Source: an optimization exercise on an open RTL-to-GDS flow (aim: small area, a short achievable clock period and few clock cycles per item). Production flows keep margins and buffers that such runs may drop. In this exercise RTL edits were held to simulation tests only and were not proved equivalent to the original.

== build 91 ==
==> flow/design.v (excerpt) <==
module env_sensor_compensation_unit #(
	parameter int QUEUE_DEPTH = esc_pkg::QUEUE_DEPTH_DEF
) (
	input  logic                           clk,
	input  logic                           arst_n,
	input  logic                           s_tvalid,
	output logic                           s_tready,
	input  logic [esc_pkg::IN_DATA_W-1:0]  s_tdata,
	output logic                           m_tvalid,
	input  logic                           m_tready,
	output logic [esc_pkg::OUT_DATA_W-1:0] m_tdata,
	input  logic                           cfg_we,
	input  logic [esc_pkg::CFG_IDX_W-1:0]  cfg_index,
	input  logic [esc_pkg::CFG_DATA_W-1:0] cfg_wdata
);
Size: about 2000 flip-flops.
clock: 12.5 ns
lec_check: 0
abc_area: 0
abc_clock_period_in_ps: 4000
cap_margin: 30
core_margin: 2
core_utilization: 25
gpl_timing_driven: 1
setup_slack_margin: 5
slew_margin: 20
run.sh (not shown) runs the stock make flow with config.mk's settings and CLKGATE_MAP_FILE= SYNTH_SCRIPT=/design/flow/synth_recipe.tcl, a recipe that flattens the netlist after the stock synthesis.
Testbench counts of build 91, summed over its fixed seeds: cycles 11,375, items 768.
The following lists how build 76 was set up differently from build 91:
-- flow/config.mk --
<<< build 91, line 11
export CORE_MARGIN = 2
export CORE_UTILIZATION = 25
export GPL_TIMING_DRIVEN = 1
export SETUP_SLACK_MARGIN = 5
>>> build 76, line 11
export CORE_MARGIN = 2
export CORE_UTILIZATION = 35
export SETUP_SLACK_MARGIN = 5
## What came out
- Overall via count from detail_route: build 76 vs build 91 down 382
- Build 76 ended with more met3 routing resource usage after global routing than build 91.
- In the metrics for build 76 and build 91, the one carrying the higher clock-buffer cell count is build 76.
Edits applied to the flow inputs when going from build 76 to build 9:
-- flow/config.mk --
<<< build 76, line 11
export CORE_MARGIN = 2
export CORE_UTILIZATION = 35
export SETUP_SLACK_MARGIN = 5
>>> build 9, line 11
export CORE_MARGIN = 2
export CORE_UTILIZATION = 25
export SETUP_SLACK_MARGIN = 5
--- outcome ---
- Every run in the comparison, build 76 and build 9, completed the flow with a clean layout.
- Note that the number of antenna diodes recorded for build 76 amounts to 0.865 times the value seen in build 9.
- In build 9, the core area came out 40% above the value in build 76.
- Area fraction of clock buffers and clock inverters in build 9 is 0.17 points below build 76.
- Changes observed in build 9 relative to build 76: final area now sits higher, total wire length after detailed routing now sits lower, relative slew slack now sits higher.
- ~same register area in build 76 and build 9
- Diff build 76..build 9 | upper clock frequency limit | negligible
- The die outline height in build 76 is 0.846 times that in build 9.
- For worst path setup slack after routing, build 76 and build 9 come out practically identical.
#### Input delta (build 54 over build 9)
-- flow/config.mk --
<<< build 9, line 12
export CORE_UTILIZATION = 25
export SETUP_SLACK_MARGIN = 5
>>> build 54, line 12
export CORE_UTILIZATION = 25
export CTS_CLUSTER_DIAMETER = 60
export CTS_CLUSTER_SIZE = 30
export SETUP_SLACK_MARGIN = 5
Findings:
Build 54: full flow OK, the timing, DRC and antenna checks passed. On final period demand of the worst path, build 9 beats build 54. The lower total inserted antenna cells of build 54 and build 9 is in build 54. For the number of antenna violations at the first check in global routing, build 54 came in 6 lower than build 9 did. Build 54 -> build 9: post-detailed-placement half-perimeter wirelength delta 0, exact match.

Another version of the RTL of env_sensor_compensation_unit (not shown whole).
Size: roughly 13000 cells after synthesis, about 1900 flip-flops, about 190 I/O pins.
Design env_sensor_compensation_unit, start of the top module:
module env_sensor_compensation_unit #(
	parameter int QUEUE_DEPTH = esc_pkg::QUEUE_DEPTH_DEF
) (
	input  logic                           clk,
	input  logic                           arst_n,
	input  logic                           s_tvalid,
	output logic                           s_tready,
	input  logic [esc_pkg::IN_DATA_W-1:0]  s_tdata,
	output logic                           m_tvalid,
	input  logic                           m_tready,
	output logic [esc_pkg::OUT_DATA_W-1:0] m_tdata,
	input  logic                           cfg_we,
	input  logic [esc_pkg::CFG_IDX_W-1:0]  cfg_index,
	input  logic [esc_pkg::CFG_DATA_W-1:0] cfg_wdata
);
	logic [47:0] cw_t, cw_p13, cw_p46, cw_p79;
	logic [31:0] cw_h13, cw_h46;
	logic [5:0]  cal_v;
	always_ff @(posedge clk) begin
		if (cfg_we) begin
			case (cfg_index)
				3'd0: cw_t   <= cfg_wdata;
				3'd1: cw_p13 <= cfg_wdata;
				3'd2: cw_p46 <= cfg_wdata;
				3'd3: cw_p79 <= cfg_wdata;
				3'd4: cw_h13 <= cfg_wdata[31:0];
				3'd5: cw_h46 <= cfg_wdata[31:0];
				default: ;
			endcase
		end
	end
	always_ff @(posedge clk or negedge arst_n) begin
		if (!arst_n) cal_v <= '0;
		else if (cfg_we && cfg_index < 3'd6) cal_v[cfg_index] <= 1'b1;
	end
	logic [47:0] cal_t, cal_p13, cal_p46, cal_p79;
	logic [31:0] cal_h13, cal_h46;
	assign cal_t   = cw_t   & {48{cal_v[0]}};
	assign cal_p13 = cw_p13 & {48{cal_v[1]}};
	assign cal_p46 = cw_p46 & {48{cal_v[2]}};
	assign cal_p79 = cw_p79 & {48{cal_v[3]}};
	assign cal_h13 = cw_h13 & {32{cal_v[4]}};
	assign cal_h46 = cw_h46 & {32{cal_v[5]}};
	logic [15:0] t1, p1;
	logic signed [15:0] t2, t3, p2, p3, p4, p5, p6, p7, p8, p9, h2;
	logic [7:0] h1, h3;
	logic signed [11:0] h4, h5;
	logic signed [7:0] h6;
	assign t1 = cal_t[15:0];    assign t2 = cal_t[31:16];   assign t3 = cal_t[47:32];
	assign p1 = cal_p13[15:0];  assign p2 = cal_p13[31:16]; assign p3 = cal_p13[47:32];
	assign p4 = cal_p46[15:0];  assign p5 = cal_p46[31:16]; assign p6 = cal_p46[47:32];
	assign p7 = cal_p79[15:0];  assign p8 = cal_p79[31:16]; assign p9 = cal_p79[47:32];
	assign h1 = cal_h13[7:0];   assign h2 = cal_h13[23:8];  assign h3 = cal_h13[31:24];
	assign h4 = cal_h46[11:0];  assign h5 = cal_h46[23:12]; assign h6 = cal_h46[31:24];
	logic [4:0] step_q, step_n;
	logic idle_q, rdy_q, stall, adv, par_q;
	logic [5:0] vq;
	logic tv_q, prw_q;
  ...
Settings: LEC_CHECK=0, ABC_AREA=0, ABC_CLOCK_PERIOD_IN_PS=4000, CAP_MARGIN=30, CORE_MARGIN=2, CORE_UTILIZATION=20, SETUP_SLACK_MARGIN=5, SLEW_MARGIN=20; clock period 12.5 ns.
Testbench counts at the start, summed over its fixed seeds: cycles 11,375, items 768.
Next try:
CAP_MARGIN = 70   (was 30)
CORE_UTILIZATION = 25   (was 20)
SLEW_MARGIN = 80   (was 20)
Wire length came out higher by about 1.5%.
Final area came out higher by 11%.
Sequential share of layout area came out lower by 3.0 points.
Clock-buffer cell count came out lower by 1.
Synthesized cell count is unchanged.
Next try:
CAP_MARGIN = 30   (was 70)
SLEW_MARGIN = 20   (was 80)
Effect: Design area decreases by 11%; global-route usage came out lower by 0.44 points; non-clock buffer count fell by 1097; routed wire length came out lower by 2.2%.

-- separate check: timing with driven ports --
In the flow no input, the clock included, has a driving cell. The finished layouts below were timed again as built, in two steps. Step 1 (the two cells are an assumption about what drives the block):
set clk [get_ports {clk}]
set_driving_cell -lib_cell sky130_fd_sc_hd__clkbuf_16 $clk
set_driving_cell -lib_cell sky130_fd_sc_hd__buf_2 [delete_from_list [all_inputs] $clk]
Step 2 times the ports against the registers' clock, not the clock port: input delays grow and output delays shrink by t, the midpoint of the rising clock arrivals with the driver on. Three values: no drivers, after step 1, after step 2; two values: the first two.
| run | shift t [ns] | slack for setup (ns) | worst slew at a driven data input, ns |
|---|---|---|---|
| build 91 | 1.047 | 6.541 / 6.541 / 5.863 | 0.21 |
| build 76 | 1.060 | 6.539 / 6.539 / 5.839 | 0.16 |
| build 9 | 1.047 | 6.541 / 6.541 / 5.863 | 0.21 |
| build 54 | 1.069 | 6.500 / 6.500 / 5.871 | 0.20 |
| the first run of note 2 | 1.019 | 6.315 / 6.315 / 5.891 | 0.30 |
| the second run of note 2 | 1.040 | 5.217 / 5.217 / 5.217 | 0.22 |
| the third run of note 2 | 1.034 | 6.501 / 6.501 / 6.125 | 0.22 |
After both steps setup and hold are still met in every run listed. The setup slack of build 76, which loses most, moves by 0.000 ns with the drivers and by -0.700 ns with both steps.
